What follows belongs to an exercise in optimizing a design on an open flow for small area; a production flow would make more cautious choices.
In this exercise RTL edits were held to simulation tests only and were not proved equivalent to the original.
Power is estimated from default activity; no workload was simulated.

## job 3299
==> flow/design.v (excerpt) <==
module rename_top (
  input  logic clk,
  input  logic rst,
  input  logic in_valid,
  output logic in_ready,
  input  logic [rename_pkg::SLOTS-1:0] in_slot_en,
  input  logic [rename_pkg::SLOTS-1:0][31:0] in_insn,
  output logic ren_valid,
  input  logic ren_ready,
  output logic [rename_pkg::SLOTS-1:0] ren_slot_en,
  output logic [rename_pkg::SLOTS-1:0][rename_pkg::PREG_W-1:0] ren_pdst,
  output logic [rename_pkg::SLOTS-1:0][rename_pkg::PREG_W-1:0] ren_psrc1,
  output logic [rename_pkg::SLOTS-1:0][rename_pkg::PREG_W-1:0] ren_psrc2,
  output logic [rename_pkg::SLOTS-1:0] ren_src2_en,
  output logic [rename_pkg::SLOTS-1:0][rename_pkg::PREG_W-1:0] ren_pold,
  output logic [rename_pkg::SLOTS-1:0] ren_wr_en,
  input  logic commit_valid,
  input  logic commit_two,
  output logic commit_ready,
  output logic [rename_pkg::SLOTS-1:0] freed_en,
  output logic [rename_pkg::SLOTS-1:0][rename_pkg::PREG_W-1:0] freed_preg
);
  logic dec_valid;
  logic dec_ready;
  logic dec_move;
  logic [SLOTS-1:0] dec_slot_en;
  logic [SLOTS-1:0][AREG_W-1:0] dec_rs1;
  logic [SLOTS-1:0][AREG_W-1:0] dec_rs2;
  logic [SLOTS-1:0] dec_rs2_en;
  logic [SLOTS-1:0][AREG_W-1:0] dec_rd;
  logic [SLOTS-1:0] dec_wr_en;
  logic ren_fire;
  logic [SLOTS-1:0][AREG_W-1:0] r_rs1;
  logic [SLOTS-1:0][AREG_W-1:0] r_rs2;
  logic [SLOTS-1:0][AREG_W-1:0] r_rd;
  logic rq_room;
  logic commit_fire;
  insn_decode u_insn_decode (
    .clk(clk), .rst(rst),
    .in_valid(in_valid), .in_ready(in_ready),
    .in_slot_en(in_slot_en), .in_insn(in_insn),
    .dec_valid(dec_valid), .dec_ready(dec_ready),
    .dec_slot_en(dec_slot_en), .dec_rs1(dec_rs1), .dec_rs2(dec_rs2),
    .dec_rs2_en(dec_rs2_en), .dec_rd(dec_rd), .dec_wr_en(dec_wr_en)
  );
  rename_stage u_rename_stage (
    .clk(clk), .rst(rst),
    .dec_valid(dec_valid), .dec_ready(dec_ready),
    .dec_slot_en(dec_slot_en), .dec_rs1(dec_rs1), .dec_rs2(dec_rs2),
    .dec_rs2_en(dec_rs2_en), .dec_rd(dec_rd), .dec_wr_en(dec_wr_en),
    .rq_room(rq_room), .dec_move(dec_move),
    .ren_valid(ren_valid), .ren_ready(ren_ready), .ren_fire(ren_fire),
    .ren_slot_en(ren_slot_en), .ren_src2_en(ren_src2_en), .ren_wr_en(ren_wr_en),
    .r_rs1(r_rs1), .r_rs2(r_rs2), .r_rd(r_rd)
  );
  rename_map u_rename_map (
  ...
Size in the first run: about 27000 sq um of cells after synthesis.
==> flow/config.mk <==
export PLATFORM = sky130hd
export DESIGN_NAME = rename_top
export DESIGN_NICKNAME = rename_top
export VERILOG_FILES = /design/flow/design.v
export SDC_FILE = /design/flow/constraint.sdc
export NUM_CORES = 4
export LEC_CHECK = 0
export CAP_MARGIN = 10
export CORE_MARGIN = 2
export CORE_UTILIZATION = 60
export SLEW_MARGIN = 10
export SYNTH_HIERARCHICAL = 1
==> flow/constraint.sdc <==
create_clock -name core_clock -period 7.0 [get_ports {clk}]
set_input_delay 1.4000 -clock core_clock [delete_from_list [all_inputs] [get_ports {clk}]]
set_output_delay 1.4000 -clock core_clock [all_outputs]
set_load 0.01 [all_outputs]
standard.sh (not shown) runs the stock make flow with config.mk's settings and CLKGATE_MAP_FILE= SYNTH_SCRIPT=/design/flow/synth_recipe.tcl, a recipe that flattens the netlist after the stock synthesis.
==> flow/flow/run.sh <==
#!/bin/bash
set -euo pipefail
bash standard.sh \
  "BUFFER_PORTS_ARGS=-buffer_cell sky130_fd_sc_hd__buf_1" \
  "CTS_ARGS=-sink_clustering_enable -repair_clock_nets -dont_use_dummy_load -buf_list sky130_fd_sc_hd__clkbuf_4 -sink_clustering_size 10 -sink_clustering_max_diameter 50" \
  finish > flow_make.log 2>&1
Relative to job 3299, the following input files were edited for job 2649:
Settings: an added CTS_CLUSTER_DIAMETER of 60; an added CTS_BUF_LIST of sky130_fd_sc_hd__clkbuf_8; a change of SLEW_MARGIN from 10 to 20; a change of CAP_MARGIN from 10 to 20; an added CTS_CLUSTER_SIZE of 16.
==> flow/run.sh (new file) <==
#!/bin/bash
# synth_recipe.tcl (not shown) runs the flow's synth.tcl, then flattens the netlist and writes it again
# the make line also repeats each setting of config.mk as NAME=value (left out here)
make -C /OpenROAD-flow-scripts/flow DESIGN_CONFIG=/design/flow/config.mk WORK_HOME=/design/flow/orfs CLKGATE_MAP_FILE= SYNTH_SCRIPT=/design/flow/synth_recipe.tcl finish
removed: flow/flow/run.sh
removed: flow/standard.sh
==> run summary <==
Clock network power in job 2649 is about 37% above job 3299.
| critical path depth | lower: job 3299 |
Total met2 wirelength after detailed routing: job 2649 vs job 3299 up about 1.2%
The higher number of filler cells placed in the layout came out of job 3299.
What job 6306 does differently from job 2649 at the input level:
Settings: clearing CTS_CLUSTER_DIAMETER, which used to be 60; clearing CTS_BUF_LIST, which used to be sky130_fd_sc_hd__clkbuf_8; clearing CTS_CLUSTER_SIZE, which used to be 16; putting PLACE_DENSITY at 0.75 where nothing was set.
==> flow/flow/run.sh (new file) <==
#!/bin/bash
set -euo pipefail
bash standard.sh \
  "BUFFER_PORTS_ARGS=-buffer_cell sky130_fd_sc_hd__buf_1" \
  "CTS_ARGS=-sink_clustering_enable -repair_clock_nets -dont_use_dummy_load -buf_list sky130_fd_sc_hd__clkbuf_8 -sink_clustering_size 16 -sink_clustering_max_diameter 60" \
  finish > flow_make.log 2>&1
==> flow/standard.sh (new file) <==
#!/bin/bash
# synth_recipe.tcl (not shown) runs the flow's synth.tcl, then flattens the netlist and writes it again
# the make line also repeats each setting of config.mk as NAME=value (left out here)
make -C /OpenROAD-flow-scripts/flow DESIGN_CONFIG=/design/flow/config.mk WORK_HOME=/design/flow/orfs CLKGATE_MAP_FILE= SYNTH_SCRIPT=/design/flow/synth_recipe.tcl "${@:-finish}"
removed: flow/run.sh
Findings:
Job 6306 completed end to end with timing, DRC and antenna clean.
Cmp job 2649 and job 6306 / total design power / lower: job 6306
[job 6306 vs job 2649] time the worst path needs with I/O delays and setup: lower in job 6306
On design area, job 6306 does better than job 2649.
Clock skew was lower in the run labelled job 2649.
From job 2649 to job 6306 the numbers moved as follows: data-path buffer share of cell area in the final layout went down by 3.0 points; layout clock buffer count went down by 4.
Wire length of the first global-routing pass (job 6306 vs. job 2649) decreases by a few percent
Of job 2649 and job 6306, the higher multi-input logic portion of the cell area belongs to job 6306.
Input changes introduced in job 9535 (baseline for comparison: job 6306):
Settings: PLACE_DENSITY removed (was 0.75).
==> flow/flow/run.sh <==
#!/bin/bash
set -euo pipefail
bash standard.sh \
  "BUFFER_PORTS_ARGS=-buffer_cell sky130_fd_sc_hd__buf_1" \
  "CTS_ARGS=-sink_clustering_enable -repair_clock_nets -dont_use_dummy_load -buf_list sky130_fd_sc_hd__clkbuf_4 -sink_clustering_size 8 -sink_clustering_max_diameter 40" \
  finish > flow_make.log 2>&1
--- outcome ---
Filler cell count grows by a few percent when moving from job 6306 to job 9535. Job 6306 -> job 9535: internal power flat. Job 6306 → job 9535: final cell count higher; final clock period utilization by the worst path climbed 3.9 points; post-route minimum period rose 0.28 ns; wire length of the first global-routing pass moved up; post-layout utilization of the core shows an increase of 0.31 points. Compare job 9535 and job 6306 | biggest cell delay along the critical path higher: job 6306. Job 9535: arrival time reported for the critical path endpoint higher than job 6306. Compared with job 6306, job 9535 has less setup slack.

## port drivers added, routing unchanged
No port has a modelled driver above. Below, the same layouts with a new extraction and two added sets of constraints. Step 1 assumes that a clkbuf_16 drives the clock port and a buf_2 every other input. Step 2 adds t to the input delays and takes it off the output delays; t is the mean of the earliest and latest rising clock arrival at the registers after step 1. Input paths then give back, and output paths get back, about the clock's delay inside the block. a / b / c = ideal / step 1 / step 2; a / b = the first two.
run | shift t [ns] | setup WS [ns] | worst setup path at the end
job 3299 | 0.898 | 0.777 / 0.724 / 1.622 | register to output
job 2649 | 0.714 | 0.376 / 0.318 / 1.032 | register to output
job 6306 | 0.679 | 1.304 / 1.252 / 1.931 | register to output
job 9535 | 0.839 | 1.028 / 0.973 / 1.812 | register to output
After both steps every run listed still meets setup and hold.
